What follows belongs to an exercise in optimizing a design on an open flow for a short achievable clock period and few clock cycles per item; a production flow would make more cautious choices.
Function was checked by simulation only, so behaviour that the tests miss may differ from the original.
No activity file was given, so power comes from the tool's default toggle rates.

<file path="flow/design.v">
package dmpi_pkg;
  localparam int MOTORS_DEF = 2;
  localparam int CFG_W      = 36;
  localparam logic [14:0] FULL_DRIVE = 15'd25600;
  localparam logic [31:0] RECIP_25600 = 32'd2748779070;
  typedef enum logic [1:0] {
    FUNC_TICK,
    FUNC_TARGET,
    FUNC_DIR,
    FUNC_ESTOP
  } func_t;
  typedef enum logic [2:0] {
    REG_RPM_PER_PULSE,
    REG_PERIOD_SECONDS,
    REG_PROP_GAIN,
    REG_INTEG_GAIN,
    REG_DERIV_GAIN,
    REG_INTEGRAL_LIMIT,
    REG_DRIVE_LIMIT,
    REG_PWM_PERIOD
  } reg_idx_t;
  typedef struct packed {
    logic [15:0] rpm_per_pulse;
    logic [15:0] period_seconds;
    logic [23:0] prop_gain;
    logic [23:0] integ_gain;
    logic [23:0] deriv_gain_per_period;
    logic [35:0] integral_limit;
    logic [14:0] drive_limit;
    logic [15:0] pwm_period_ticks;
  } cfg_t;
  localparam cfg_t CFG_RESET = {
    16'd6000,             
    16'd655,              
    24'd33554,            
    24'd83886,            
    24'd0,                
    36'd20971520000,      
    15'd7680,             
    16'd50                
  };
endpackage
import dmpi_pkg::*;
module dmpi_cfg (
  input  logic                      clk,
  input  logic                      rst,
  input  logic                      rst_q,
  input  logic                      we,
  input  logic [2:0]                index,
  input  logic [dmpi_pkg::CFG_W-1:0] data,
  output dmpi_pkg::cfg_t            cfg
);
  logic                       we_q;
  logic [2:0]                 index_q;
  logic [dmpi_pkg::CFG_W-1:0] data_q;
  always_ff @(posedge clk) begin
    we_q    <= we & ~rst;
    index_q <= index;
    data_q  <= data;
  end
  always_ff @(posedge clk) begin
    if (rst_q) begin
      cfg <= CFG_RESET;
    end else if (we_q) begin
      case (index_q)
        REG_RPM_PER_PULSE:  cfg.rpm_per_pulse         <= data_q[15:0];
        REG_PERIOD_SECONDS: cfg.period_seconds        <= data_q[15:0];
        REG_PROP_GAIN:      cfg.prop_gain             <= data_q[23:0];
        REG_INTEG_GAIN:     cfg.integ_gain            <= data_q[23:0];
        REG_DERIV_GAIN:     cfg.deriv_gain_per_period <= data_q[23:0];
        REG_INTEGRAL_LIMIT: cfg.integral_limit        <= data_q[35:0];
        REG_DRIVE_LIMIT:    cfg.drive_limit           <= data_q[14:0];
        REG_PWM_PERIOD:     cfg.pwm_period_ticks      <= data_q[15:0];
        default: ;
      endcase
    end
  end
endmodule
module dmpi_csa #(
  parameter int N = 3,
  parameter int M = 2,
  parameter int W = 8
) (
  input  logic [N*W-1:0] in,
  output logic [M*W-1:0] out
);
  function automatic integer rows_at(input integer lv);
    integer n;
    integer l;
    begin
      n = N;
      for (l = 0; l < lv; l = l + 1) n = n - n / 3;
      rows_at = n;
    end
  endfunction
  function automatic integer n_levels(input integer dummy);
    integer n;
    integer l;
    integer k;
    begin
      n = N;
      l = 0;
      for (k = 0; k < 32; k = k + 1) begin
        if (n > M) begin
          n = n - n / 3;
          l = l + 1;
        end
      end
      n_levels = l;
    end
  endfunction
  localparam int LV = n_levels(0);
  localparam int NF = rows_at(LV);
  logic [(LV+1)*N*W-1:0] r;
  assign r[N*W-1:0] = in;
  for (genvar l = 0; l < LV; l++) begin : g_lv
    localparam int NL = rows_at(l);
    localparam int G  = NL / 3;
    for (genvar g = 0; g < G; g++) begin : g_grp
      logic [W-1:0] a, b, c, mj;
      assign a  = r[(l*N + 3*g    )*W +: W];
      assign b  = r[(l*N + 3*g + 1)*W +: W];
      assign c  = r[(l*N + 3*g + 2)*W +: W];
      assign mj = (a & b) | (a & c) | (b & c);
      assign r[((l+1)*N + 2*g    )*W +: W] = a ^ b ^ c;
      assign r[((l+1)*N + 2*g + 1)*W +: W] = {mj[W-2:0], 1'b0};
    end
    for (genvar k = 3*G; k < NL; k++) begin : g_pass
      assign r[((l+1)*N + 2*G + k - 3*G)*W +: W] = r[(l*N + k)*W +: W];
    end
    for (genvar k = NL - G; k < N; k++) begin : g_zero
      assign r[((l+1)*N + k)*W +: W] = '0;
    end
  end
  for (genvar k = 0; k < M; k++) begin : g_out
    if (k < NF) begin : g_row
      assign out[k*W +: W] = r[(LV*N + k)*W +: W];
    end else begin : g_nil
      assign out[k*W +: W] = '0;
    end
  end
endmodule
import dmpi_pkg::*;
module dual_motor_speed_pi_controller #(
  parameter int MOTORS = dmpi_pkg::MOTORS_DEF
) (
  input  logic                       clk,
  input  logic                       rst,
  input  logic                       cmd_valid,
  output logic                       cmd_ready,
  input  logic [1:0]                 cmd_func,
  input  logic                       cmd_motor,
  input  logic [13:0]                cmd_pulses,
  input  logic [19:0]                cmd_target_speed,
  input  logic                       cmd_new_direction,
  output logic                       rsp_valid,
  input  logic                       rsp_ready,
  output logic                       rsp_motor_out,
  output logic [15:0]                rsp_compare_value,
  output logic                       rsp_brake_level,
  output logic                       rsp_direction_level,
  output logic                       rsp_running,
  output logic [19:0]                rsp_measured_speed,
  output logic                       rsp_ignored,
  input  logic                       cfg_we,
  input  logic [2:0]                 cfg_index,
  input  logic [dmpi_pkg::CFG_W-1:0] cfg_data
);
  localparam int CAP   = 16;    
  localparam int FD    = 16;    
  localparam int RSP_W = 41;
  localparam logic [38:0] KX  = ~(((39'd1 << 16) - 39'd1) << 20) + 39'd1;
  localparam logic [63:0] KPD = ~(((64'd1 << 24) - 64'd1) << 38) + 64'd1;
  logic rst_q;
  always_ff @(posedge clk) rst_q <= rst;
  dmpi_pkg::cfg_t cfg;
  dmpi_cfg u_cfg (
    .clk   (clk),
    .rst   (rst),
    .rst_q (rst_q),
    .we    (cfg_we),
    .index (cfg_index),
    .data  (cfg_data),
    .cfg   (cfg)
  );
  logic [36:0] neg_lim;
  logic [14:0] duty_lim;
  logic [47:0] pm;
  logic [7*48-1:0] pm_r1;
  logic [2*48-1:0] pm_r2;
  logic [32*48-1:0] pm_rows;
  logic [7*48-1:0]  pm_c1;
  logic [2*48-1:0]  pm_c2;
  for (genvar k = 0; k < 32; k++) begin : g_pm_rows
    assign pm_rows[k*48 +: 48] = RECIP_25600[k] ? (48'(cfg.pwm_period_ticks) << k) : 48'd0;
  end
  dmpi_csa #(.N(32), .M(7), .W(48)) u_pm1 (.in(pm_rows), .out(pm_c1));
  dmpi_csa #(.N(7),  .M(2), .W(48)) u_pm2 (.in(pm_r1),   .out(pm_c2));
  always_ff @(posedge clk) begin
    neg_lim  <= -{1'b0, cfg.integral_limit};
    duty_lim <= (cfg.drive_limit > FULL_DRIVE) ? 15'd0 : FULL_DRIVE - cfg.drive_limit;
    pm_r1    <= pm_c1;
    pm_r2    <= pm_c2;
    pm       <= pm_r2[47:0] + pm_r2[95:48];
  end
  logic [4:0] cnt;
  logic [4:0] cnt_nx;
  logic       acc;
  logic       pop;
  assign acc    = cmd_valid & cmd_ready;
  assign pop    = rsp_valid & rsp_ready;
  assign cnt_nx = cnt + {4'd0, acc} - {4'd0, pop};
  always_ff @(posedge clk) begin
    if (rst) begin
      cnt       <= '0;
      cmd_ready <= 1'b1;
    end else begin
      cnt       <= cnt_nx;
      cmd_ready <= (cnt_nx < 5'(CAP));
    end
  end
  logic        s0_v;
  logic [1:0]  s0_func;
  logic        s0_m;
  logic [13:0] s0_pulses;
  logic [19:0] s0_tgt;
  logic        s0_dir;
  always_ff @(posedge clk) begin
    s0_v      <= acc & ~rst;
    s0_func   <= cmd_func;
    s0_m      <= cmd_motor;
    s0_pulses <= cmd_pulses;
    s0_tgt    <= cmd_target_speed;
    s0_dir    <= cmd_new_direction;
  end
  logic [1:0][19:0] tgt_st;
  logic [1:0]       run_st;
  logic [1:0]       brk_st;
  logic [1:0]       dir_st;
  logic [19:0] t_cur;
  logic        r_cur;
  logic        busy;
  logic        go1;
  logic        stop1;
  logic [19:0] t_nx;
  logic        r_nx;
  logic        b_nx;
  logic        d_nx;
  logic        clr1;
  logic        ign1;
  assign t_cur = tgt_st[s0_m];
  assign r_cur = run_st[s0_m];
  assign busy  = (t_cur != '0) | r_cur;
  assign go1   = (s0_func == FUNC_TICK) & r_cur & (|t_cur[19:1]);
  assign stop1 = (s0_func == FUNC_TICK) & ~go1;
  always_comb begin
    t_nx = t_cur;
    r_nx = r_cur;
    b_nx = brk_st[s0_m];
    d_nx = dir_st[s0_m];
    clr1 = 1'b0;
    ign1 = 1'b0;
    case (s0_func)
      FUNC_TARGET: begin
        t_nx = s0_tgt;
        if (s0_tgt != '0 && !r_cur) begin
          r_nx = 1'b1;
          b_nx = 1'b1;
        end else if (s0_tgt == '0 && r_cur) begin
          r_nx = 1'b0;
          b_nx = 1'b0;
          clr1 = 1'b1;
        end
      end
      FUNC_DIR: begin
        if (busy) ign1 = 1'b1;
        else      d_nx = s0_dir;
      end
      FUNC_ESTOP: begin
        t_nx = '0;
        r_nx = 1'b0;
        b_nx = 1'b0;
        clr1 = 1'b1;
      end
      default: ;
    endcase
  end
  always_ff @(posedge clk) begin
    if (rst_q) begin
      tgt_st <= '0;
      run_st <= '0;
      brk_st <= '0;
      dir_st <= '0;
    end else if (s0_v) begin
      tgt_st[s0_m] <= t_nx;
      run_st[s0_m] <= r_nx;
      brk_st[s0_m] <= b_nx;
      dir_st[s0_m] <= d_nx;
    end
  end
  logic [14*30-1:0] sp_rows;
  logic [3*30-1:0]  sp_c;
  for (genvar j = 0; j < 14; j++) begin : g_sp_rows
    assign sp_rows[j*30 +: 30] = {30{s0_pulses[j]}} & (30'(cfg.rpm_per_pulse) << j);
  end
  dmpi_csa #(.N(14), .M(3), .W(30)) u_sp (.in(sp_rows), .out(sp_c));
  typedef struct packed {
    logic m;
    logic go;
    logic stop;
    logic clr;
    logic ign;
    logic b;
    logic d;
    logic r;
  } ctl_t;
  logic        s1_v;
  ctl_t        s1_c;
  logic [19:0] s1_t;
  logic [3*30-1:0] s1_sp;
  always_ff @(posedge clk) begin
    s1_v  <= s0_v & ~rst;
    s1_c  <= {s0_m, go1, stop1, clr1, ign1, b_nx, d_nx, r_nx};
    s1_t  <= t_cur;
    s1_sp <= sp_c;
  end
  logic        s2_v;
  ctl_t        s2_c;
  logic [19:0] s2_t;
  logic [29:0] s2_sp;
  always_ff @(posedge clk) begin
    s2_v  <= s1_v & ~rst;
    s2_c  <= s1_c;
    s2_t  <= s1_t;
    s2_sp <= s1_sp[29:0] + s1_sp[59:30] + s1_sp[89:60];
  end
  logic [1:0][19:0] spd_st;
  logic [1:0][20:0] lerr_st;
  logic        sat;
  logic [19:0] s_sat;
  logic [19:0] s_nx;
  logic [20:0] l_cur;
  logic [20:0] e_a;
  logic [20:0] e_b;
  logic [21:0] d_a;
  logic [21:0] d_b;
  logic [20:0] e3;
  logic [21:0] d3;
  assign sat   = |s2_sp[29:20];
  assign s_sat = sat ? 20'hFFFFF : s2_sp[19:0];
  assign s_nx  = s2_c.go ? s_sat : (s2_c.stop ? 20'd0 : spd_st[s2_c.m]);
  assign l_cur = lerr_st[s2_c.m];
  assign e_a   = {1'b0, s2_t} - {1'b0, s2_sp[19:0]};
  assign e_b   = {1'b0, s2_t} - 21'h0FFFFF;
  assign d_a   = {e_a[20], e_a} - {l_cur[20], l_cur};
  assign d_b   = {e_b[20], e_b} - {l_cur[20], l_cur};
  assign e3    = sat ? e_b : e_a;
  assign d3    = sat ? d_b : d_a;
  always_ff @(posedge clk) begin
    if (rst_q) begin
      spd_st  <= '0;
      lerr_st <= '0;
    end else if (s2_v) begin
      spd_st[s2_c.m] <= s_nx;
      if (s2_c.go)        lerr_st[s2_c.m] <= e3;
      else if (s2_c.stop) lerr_st[s2_c.m] <= '0;
    end
  end
  logic        s3_v;
  ctl_t        s3_c;
  logic [19:0] s3_s;
  logic [20:0] s3_e;
  logic [21:0] s3_d;
  always_ff @(posedge clk) begin
    s3_v <= s2_v & ~rst;
    s3_c <= s2_c;
    s3_s <= s_nx;
    s3_e <= e3;
    s3_d <= d3;
  end
  logic [17*39-1:0] x_rows;
  logic [3*39-1:0]  x_c;
  for (genvar j = 0; j < 16; j++) begin : g_x_rows
    assign x_rows[j*39 +: 39] =
      39'({~(cfg.period_seconds[j] & s3_e[20]), {20{cfg.period_seconds[j]}} & s3_e[19:0]}) << j;
  end
  assign x_rows[16*39 +: 39] = KX;
  dmpi_csa #(.N(17), .M(3), .W(39)) u_x (.in(x_rows), .out(x_c));
  logic [49*64-1:0] pd_rows;
  logic [7*64-1:0]  pd_c;
  for (genvar j = 0; j < 24; j++) begin : g_pd_rows
    assign pd_rows[j*64 +: 64] =
      64'({~(cfg.prop_gain[j] & s3_e[20]), {20{cfg.prop_gain[j]}} & s3_e[19:0]}) << (j + 16);
    assign pd_rows[(24+j)*64 +: 64] =
      64'({~(cfg.deriv_gain_per_period[j] & s3_d[21]),
           {21{cfg.deriv_gain_per_period[j]}} & s3_d[20:0]}) << (j + 16);
  end
  assign pd_rows[48*64 +: 64] = KPD;
  dmpi_csa #(.N(49), .M(7), .W(64)) u_pd1 (.in(pd_rows), .out(pd_c));
  logic            s4_v;
  ctl_t            s4_c;
  logic [19:0]     s4_s;
  logic [3*39-1:0] s4_x;
  logic [7*64-1:0] s4_pd;
  always_ff @(posedge clk) begin
    s4_v  <= s3_v & ~rst;
    s4_c  <= s3_c;
    s4_s  <= s3_s;
    s4_x  <= x_c;
    s4_pd <= pd_c;
  end
  logic [38:0]     lim39;
  logic [2*64-1:0] pd2_c;
  assign lim39 = {3'b000, cfg.integral_limit};
  dmpi_csa #(.N(7), .M(2), .W(64)) u_pd2 (.in(s4_pd), .out(pd2_c));
  logic            s5_v;
  ctl_t            s5_c;
  logic [19:0]     s5_s;
  logic [38:0]     s5_x;
  logic [38:0]     s5_xm;
  logic [38:0]     s5_xp;
  logic [2*64-1:0] s5_pd;
  always_ff @(posedge clk) begin
    s5_v  <= s4_v & ~rst;
    s5_c  <= s4_c;
    s5_s  <= s4_s;
    s5_x  <= s4_x[0 +: 39] + s4_x[39 +: 39] + s4_x[78 +: 39];
    s5_xm <= s4_x[0 +: 39] + s4_x[39 +: 39] + s4_x[78 +: 39] + ~lim39;
    s5_xp <= s4_x[0 +: 39] + s4_x[39 +: 39] + s4_x[78 +: 39] + lim39;
    s5_pd <= pd2_c;
  end
  logic [1:0][36:0] integ_st;
  logic [36:0] i_cur;
  logic [38:0] i_ext;
  logic [38:0] i_s;
  logic [38:0] i_sm;
  logic [38:0] i_sp;
  logic [36:0] i_nx;
  assign i_cur = integ_st[s5_c.m];
  assign i_ext = {{2{i_cur[36]}}, i_cur};
  assign i_s   = i_ext + s5_x;
  assign i_sm  = i_ext + s5_xm;
  assign i_sp  = i_ext + s5_xp;
  assign i_nx  = !i_sm[38] ? {1'b0, cfg.integral_limit} :
                 i_sp[38]  ? neg_lim : i_s[36:0];
  always_ff @(posedge clk) begin
    if (rst_q) begin
      integ_st <= '0;
    end else if (s5_v) begin
      if (s5_c.go)        integ_st[s5_c.m] <= i_nx;
      else if (s5_c.stop) integ_st[s5_c.m] <= '0;
    end
  end
  logic            s6_v;
  ctl_t            s6_c;
  logic [19:0]     s6_s;
  logic [36:0]     s6_i;
  logic [2*64-1:0] s6_pd;
  always_ff @(posedge clk) begin
    s6_v  <= s5_v & ~rst;
    s6_c  <= s5_c;
    s6_s  <= s5_s;
    s6_i  <= i_nx;
    s6_pd <= s5_pd;
  end
  logic [26*64-1:0] t_rows;
  logic [4*64-1:0]  t_c;
  for (genvar j = 0; j < 24; j++) begin : g_t_rows
    assign t_rows[j*64 +: 64] =
      64'({~(cfg.integ_gain[j] & s6_i[36]), {36{cfg.integ_gain[j]}} & s6_i[35:0]}) << j;
  end
  assign t_rows[24*64 +: 128] = s6_pd;
  dmpi_csa #(.N(26), .M(4), .W(64)) u_t1 (.in(t_rows), .out(t_c));
  logic            s7_v;
  ctl_t            s7_c;
  logic [19:0]     s7_s;
  logic [4*64-1:0] s7_t;
  always_ff @(posedge clk) begin
    s7_v <= s6_v & ~rst;
    s7_c <= s6_c;
    s7_s <= s6_s;
    s7_t <= t_c;
  end
  logic [2*64-1:0] t2_c;
  logic [36:0]     t_lo;
  dmpi_csa #(.N(4), .M(2), .W(64)) u_t2 (.in(s7_t), .out(t2_c));
  assign t_lo = {1'b0, t2_c[35:0]} + {1'b0, t2_c[64 +: 36]};
  logic        s8_v;
  ctl_t        s8_c;
  logic [19:0] s8_s;
  logic [27:0] s8_h0;
  logic [27:0] s8_h1;
  logic        s8_cy;
  always_ff @(posedge clk) begin
    s8_v  <= s7_v & ~rst;
    s8_c  <= s7_c;
    s8_s  <= s7_s;
    s8_h0 <= t2_c[63:36];
    s8_h1 <= t2_c[127:100];
    s8_cy <= t_lo[36];
  end
  logic        s9_v;
  ctl_t        s9_c;
  logic [19:0] s9_s;
  logic [27:0] s9_df;
  always_ff @(posedge clk) begin
    s9_v  <= s8_v & ~rst;
    s9_c  <= s8_c;
    s9_s  <= s8_s;
    s9_df <= s8_h0 + s8_h1 + {27'd0, s8_cy};
  end
  logic        df_neg;
  logic        df_over;
  logic [14:0] duty;
  assign df_neg  = s9_df[27];
  assign df_over = !df_neg && ((|s9_df[26:15]) || (s9_df[14:0] > cfg.drive_limit));
  assign duty    = df_neg  ? FULL_DRIVE :
                   df_over ? duty_lim :
                   (s9_df[14:0] > FULL_DRIVE) ? 15'd0 : FULL_DRIVE - s9_df[14:0];
  logic        s10_v;
  ctl_t        s10_c;
  logic [19:0] s10_s;
  logic [14:0] s10_duty;
  always_ff @(posedge clk) begin
    s10_v    <= s9_v & ~rst;
    s10_c    <= s9_c;
    s10_s    <= s9_s;
    s10_duty <= duty;
  end
  logic [15*62-1:0] y_rows;
  logic [3*62-1:0]  y_c;
  for (genvar j = 0; j < 15; j++) begin : g_y_rows
    assign y_rows[j*62 +: 62] = {62{s10_duty[j]}} & (62'(pm) << j);
  end
  dmpi_csa #(.N(15), .M(3), .W(62)) u_y (.in(y_rows), .out(y_c));
  logic            s11_v;
  ctl_t            s11_c;
  logic [19:0]     s11_s;
  logic [3*62-1:0] s11_y;
  always_ff @(posedge clk) begin
    s11_v <= s10_v & ~rst;
    s11_c <= s10_c;
    s11_s <= s10_s;
    s11_y <= y_c;
  end
  logic [61:0] y_sum;
  assign y_sum = s11_y[0 +: 62] + s11_y[62 +: 62] + s11_y[124 +: 62];
  logic        s12_v;
  ctl_t        s12_c;
  logic [19:0] s12_s;
  logic [15:0] s12_cmp;
  always_ff @(posedge clk) begin
    s12_v   <= s11_v & ~rst;
    s12_c   <= s11_c;
    s12_s   <= s11_s;
    s12_cmp <= y_sum[61:46];
  end
  logic [1:0][15:0] cmp_st;
  logic [15:0]      c_nx;
  logic [RSP_W-1:0] rsp_w;
  assign c_nx  = s12_c.go ? s12_cmp :
                 (s12_c.stop | s12_c.clr) ? 16'd0 : cmp_st[s12_c.m];
  assign rsp_w = {s12_c.m, c_nx, s12_c.b, s12_c.d, s12_c.r, s12_s, s12_c.ign};
  always_ff @(posedge clk) begin
    if (rst_q) begin
      cmp_st <= '0;
    end else if (s12_v) begin
      cmp_st[s12_c.m] <= c_nx;
    end
  end
  logic [RSP_W-1:0] fifo [FD];
  logic [3:0]       wp;
  logic [3:0]       rp;
  logic [4:0]       fcnt;
  logic             f_empty;
  logic             can_load;
  logic             push;
  logic             popf;
  logic [RSP_W-1:0] rsp_q;
  assign f_empty  = (fcnt == 5'd0);
  assign can_load = ~rsp_valid | rsp_ready;
  assign push     = s12_v & ~(can_load & f_empty);
  assign popf     = can_load & ~f_empty;
  always_ff @(posedge clk) begin
    if (s12_v) fifo[wp] <= rsp_w;
  end
  always_ff @(posedge clk) begin
    if (rst) begin
      wp        <= '0;
      rp        <= '0;
      fcnt      <= '0;
      rsp_valid <= 1'b0;
    end else begin
      wp   <= wp + {3'd0, push};
      rp   <= rp + {3'd0, popf};
      fcnt <= fcnt + {4'd0, push} - {4'd0, popf};
      if (can_load) rsp_valid <= ~f_empty | s12_v;
    end
  end
  always_ff @(posedge clk) begin
    if (can_load) rsp_q <= f_empty ? rsp_w : fifo[rp];
  end
  assign {rsp_motor_out, rsp_compare_value, rsp_brake_level, rsp_direction_level,
          rsp_running, rsp_measured_speed, rsp_ignored} = rsp_q;
endmodule
</file>
<file path="flow/run.sh">
#!/bin/bash
# synth_recipe.tcl (not shown) runs the flow's synth.tcl, then flattens the netlist and writes it again
# the make line also repeats each setting of config.mk as NAME=value (left out here)
make -C /OpenROAD-flow-scripts/flow DESIGN_CONFIG=/design/flow/config.mk WORK_HOME=/design/flow/orfs CLKGATE_MAP_FILE= SYNTH_SCRIPT=/design/flow/synth_recipe.tcl finish
</file>
<file path="flow/config.mk">
export PLATFORM = sky130hd
export DESIGN_NAME = dual_motor_speed_pi_controller
export DESIGN_NICKNAME = dual_motor_speed_pi_controller
export VERILOG_FILES = /design/flow/design.v
export SDC_FILE = /design/flow/constraint.sdc
export NUM_CORES = 4
export LEC_CHECK = 0
export CAP_MARGIN = 20
export CORE_MARGIN = 2
export CORE_UTILIZATION = 40
export SLEW_MARGIN = 20
</file>
<file path="flow/constraint.sdc">
create_clock -name core_clock -period 12.0 [get_ports {clk}]
set_input_delay 2.4000 -clock core_clock [delete_from_list [all_inputs] [get_ports {clk}]]
set_output_delay 2.4000 -clock core_clock [all_outputs]
set_load 0.01 [all_outputs]
</file>
==> flow_results.org <==
** Yosys
- When the netlist entered floorplanning its net count stood at 22500.
- Summing every instance area after synthesis gives 204000 um2.
- The cell count after synthesis came out at 18200.
- Syn Area/Cell :: 11.2 um2
- Count of synthesis-stage warnings from yosys :: 2
- Share of synthesized area occupied by flip-flops and latches :: 0.344
- Of all flip-flops after synthesis, the portion carrying an async set or reset was 0.
- Among all flip-flop cells after synthesis, the most frequent one is sky130_fd_sc_hd__dfxtp_1.
- Counting flops with a built-in enable in the synthesized netlist gives 697.
- Counting distinct cell types in the post-synthesis netlist gives 97.
- The synthesized design contains 3156 register bits.

** Setup path
- Endpoint kind of the worst setup timing path :: flip-flop
- Worst Setup Start Kind :: flip-flop
- Data on the critical path is required at its endpoint by 12.91 ns.
- Critical R2R Capture :: s3_d[17]
- For the worst setup path, the data arrival time is 6.89 ns.
- For the worst flop-to-flop path, the logic depth is 23.
- Setup crit start :: s2_sp[23]
- RR Startpoint :: s2_sp[23]
- In this run the worst setup path terminates at s3_d[17].
- Setup slack on the worst reg-to-reg path comes out at 6.02 ns.
- Type of the worst setup path :: flip-flop to flip-flop
- Critical Path Fanout Max :: 23

** Job
- Max-capacitance violation count :: 0

** Timing
- In the final timing run, aggregate negative setup slack is 0 ns.
- In the finished design, the share of the clock period the worst path needs comes to 0.498.
- The routed design could run at a clock period as short as 5.98 ns.
- On the final layout, the worst hold slack is 0.227 ns.
- Headroom to the max-slew limit :: 0.177
- Least-Margin Pin Slew :: 1.23 ns
- The final number of max-transition violations came to 0.
- Setup slack on the critical path of the routed design comes to 6.02 ns.
- For this run, the top clock speed supported by timing is 167 MHz.
- RSZ-0062 raised after global routing :: no
- The clock arrives with 0.146 ns of skew.
- Count of endpoints failing setup in the final report :: 0
- Total count of hold-check failures in the final report :: 0

** Routing
- The detailed router finished its first iteration with 7934 violations.
- Mean number of vias per cell :: 4.97
- Across all layers, the routed design uses 124000 vias.
- Before antenna repair, the detailed router went through 6 iterations.
- Detail-routed net length per standard cell :: 20.7 um
- Total routed wirelength :: 519000 um
- For this run, design rule violations remaining after detail routing come to 0.
- The detail route stage leaves a number of antenna-violating nets equal to 0.

** Finish
- In the final layout, flip-flops and latches occupy 70200 um2.
- Syn-to-layout area delta :: 10.0%
- Of the cells placed in the final design, the portion with a size suffix greater than 1 is 0.0637.
- Net count, final :: 22300
- Area taken by multi-input logic gates :: 119000 um2
- FILL cells :: 47400

** GRT
- Number of antenna violations at the first check in global routing :: 43
- Remaining global-route overflow :: 0
- The number of global-route vias before repair was 134000.
- The first global-routing pass estimated 810000 um of wire.
- GRT Overall Usage :: 0.203
- Entering global routing, the biggest net connects 86 pins.

** Clock network
- The later pin in the worst-skew pair is clocked with a latency of 1.08 ns.
- In this run, post-CTS hold repair placed 0 buffers.
- Total setup buffers inserted after CTS :: 0
- Number of instances resized during post-cts repair :: 0
- The clock tree synthesis step divided the H-tree into 5 levels.
- Maximum count of clock buffers along a single path :: 4
- Clock-pin slew was measured on the worst setup and hold paths at 0.07 ns.
- TritonCTS clock tree :: built
- Number of buffers inserted during clock tree synthesis :: 356
- Number of clock sinks :: 3156
- Clock root buffer :: sky130_fd_sc_hd__clkbuf_16

** Power and ir drop
- The analysis attributes to cell leakage a power of 0.0995 uW.
- Worst IR drop on VDD :: 0.000239 V
- Total power per unit cell area :: 223 nW/um2

** Place
- Worst slack at placement :: 6.14 ns
- Detailed placement finished with a half-perimeter wire length of 382000 um.
- The congestion estimate from routability-driven global placement came to 0.897.
- Port buffering added 124 buffers.

** Floorplan
- The floorplan has 262 rows.
- During I/O placement, the number of pins put on the boundary was 125.
- Total die area :: 516000 um2
- Starting utilization of the core area :: 0.401
- The region available for standard cell placement spans 509000 um2.
- The die is 718 um wide.
- From bottom edge to top edge, the die measures 718 um.

** Min path
- Number of cells traversed by the worst hold path :: 0
- Class of the worst hold path :: flip-flop to flip-flop

** Outcome
- Outcome :: finished clean
## cells by family (layout without fill, tap and decap cells)
| group | after synthesis | after routing | share of synthesized area |
|---|---|---|---|
| AOI/OAI and AO/OA | 1419 | 1419 | 0.0454 |
| xor gates and xnor gates | 327 | 327 | 0.0141 |
| adders and majority gates | 4224 | 4224 | 0.370 |
| buffers and inverters | 3887 | 3997 | 0.0718 |
| DFF | 3156 | 3156 | 0.344 |
| muxes | 354 | 354 | 0.0303 |
| other | 0 | 15 | 0 |
| and+or+nand+nor | 4822 | 4822 | 0.124 |
## flip-flops by register name, summed over array words and instances, names as in the netlist, 39 cells and up, named ones only
signal	count
s1_sp	68
lerr_st	42
s5_pd	91
s4_pd	250
s5_xm	39
integ_st	74
s5_xp	39
s11_y	157
s7_t	196
pm	47
fifo	656
pm_r1	142
rsp_q	41
s6_pd	91
u_cfg.cfg	171
s4_x	88
pm_r2	83
## worst min-delay path by stage
stage                    from        end  slack [ns]
finish              s5_pd[87]  s6_pd[87]        0.23
global route        s5_pd[87]  s6_pd[87]        0.23
CTS                 s5_pd[87]  s6_pd[87]        0.21
detailed placement   s11_c[0]   s12_c[0]        0.31
global placement      s7_c[5]    s8_c[5]        0.31
floorplan            pm_r2[1]      pm[1]        0.31
## Yosys cell counts, drive strengths merged, types with 21 or more instances
master,n,area [um2]
a211o,21,184
a211oi,138,1040
a21o,151,1130
a21oi,482,2420
a22o,48,420
a22oi,52,390
a31oi,22,150
and2,2360,14800
and3,40,250
buf,44,198
clkbuf,819,3090
dfxtp,2459,49200
edfxtp,697,20900
fa,3027,60600
ha,1196,15000
inv,3023,11300
mux2,59,668
mux2i,90,901
mux4,205,4620
nand2,1463,5490
nand2b,51,319
nand3,84,420
nand3b,49,368
nand4,52,332
nor2,447,1680
nor2b,70,438
nor3,78,395
nor4,36,238
o21a,42,315
o21ai,215,1080
o21bai,49,368
o22a,37,324
or3,28,175
or4,21,158
xnor2,250,2200
xor2,77,674
## where the power goes
part	internal [uW]	leakage [uW]	switching [uW]
sequential	13100	0.0265	1630
clock	6650	0.00601	4760
combinational	10000	0.0671	13800
## cells in the final DEF (no fill, tap or decap), types with 64 or more instances in the layout
master and instances:
sky130_fd_sc_hd__edfxtp_1 697, sky130_fd_sc_hd__and2_1 2358, sky130_fd_sc_hd__a21o_1 151, sky130_fd_sc_hd__mux4_2 205, sky130_fd_sc_hd__xnor2_1 248, sky130_fd_sc_hd__mux2i_1 90
sky130_fd_sc_hd__clkinv_2 64, sky130_fd_sc_hd__o21ai_0 189, sky130_fd_sc_hd__nor2b_1 66, sky130_fd_sc_hd__clkdlybuf4s50_1 123, sky130_fd_sc_hd__nor2_1 431, sky130_fd_sc_hd__nand2_1 1463
sky130_fd_sc_hd__inv_1 3023, sky130_fd_sc_hd__clkbuf_16 358, sky130_fd_sc_hd__nor3_1 70, sky130_fd_sc_hd__nand3_1 83, sky130_fd_sc_hd__dfxtp_1 2432, sky130_fd_sc_hd__buf_4 188
sky130_fd_sc_hd__xor2_1 76, sky130_fd_sc_hd__fa_1 3027, sky130_fd_sc_hd__ha_1 1196, sky130_fd_sc_hd__a21oi_1 479, sky130_fd_sc_hd__a211oi_1 137
## worst max-delay path, cell delays in order (launching register included)
cell and delay [ns]:
sky130_fd_sc_hd__dfxtp_1 0.31, sky130_fd_sc_hd__nor4_2 0.57, sky130_fd_sc_hd__nand3_1 0.14, sky130_fd_sc_hd__buf_4 0.24, sky130_fd_sc_hd__or2_2 0.32, sky130_fd_sc_hd__ha_1 0.22
sky130_fd_sc_hd__nor2b_1 0.14, sky130_fd_sc_hd__o21a_1 0.19, sky130_fd_sc_hd__o31a_1 0.30, sky130_fd_sc_hd__o21ai_0 0.32, sky130_fd_sc_hd__maj3_1 0.27, sky130_fd_sc_hd__nand3_1 0.09
sky130_fd_sc_hd__nand2_1 0.08, sky130_fd_sc_hd__a21oi_1 0.07, sky130_fd_sc_hd__xnor2_1 0.34, sky130_fd_sc_hd__ha_1 0.37, sky130_fd_sc_hd__or2_2 0.30, sky130_fd_sc_hd__a21oi_1 0.15
sky130_fd_sc_hd__a31oi_1 0.11, sky130_fd_sc_hd__a31oi_1 0.32, sky130_fd_sc_hd__a31oi_1 0.16, sky130_fd_sc_hd__o31a_1 0.38, sky130_fd_sc_hd__or4_1 0.43, sky130_fd_sc_hd__nand3_1 0.08
## metrics by stage
| step | util | power (uW) | cell area (um2) | cells |
|---|---|---|---|---|
| 6_report | 0.441 | 50000 | 225000 | 25000 |
| 5_1_grt | 0.441 | 54500 | 225000 | 25000 |
| 4_1_cts | 0.441 | 50700 | 224000 | 25000 |
| 3_5_place_dp | 0.417 | 39100 | 212000 | 24400 |
| 3_3_place_gp | 0.417 | 38500 | 212000 | 24400 |
| 2_1_floorplan | - | 30800 | 204000 | 18200 |
## per-layer routing
metal	wire [um]	global-route usage	part of all wire
met5	14	0	0.000027
met2	239000	0.329	0.46
met4	18300	0.0636	0.035
met3	26900	0.0272	0.052
met1	235000	0.283	0.45
## cell type report
class	count	share of cell area
timing repair buffer	314	0.0119
inverter	3024	0.0506
tap	6732	0.0375
multi-input combinational	11100	0.532
clock inverter	193	0.0110
sequential	3156	0.313
clock buffer	466	0.0441
antenna	15	0.000167
Testbench counts, summed over its fixed seeds: cycles 1,397, items 1,285.

## what the ideal ports hide
No port has a modelled driver above. Below, the same layout with a new extraction and two added sets of constraints.
Step 1: set_driving_cell puts a clkbuf_16 on clk and a buf_2 on each other input, an assumption about the parent block.
Step 2, shift: input delay + t, output delay - t, t = (earliest + latest rising clock arrival at the registers) / 2. This alone moves slack from input paths to output paths.
Three values: no drivers, after step 1, after step 2; two values: the first two.
t (ns): 1.125
setup WS [ns]: 6.023 / 6.023 / 6.023
latest minus earliest clock arrival (ns): 0.163 / 0.164
worst data-port slew with drivers (ns): 0.13
After both steps this run still meets setup and hold. For this run, drivers alone change the setup slack by 0.000 ns; drivers and shift together by 0.000 ns.
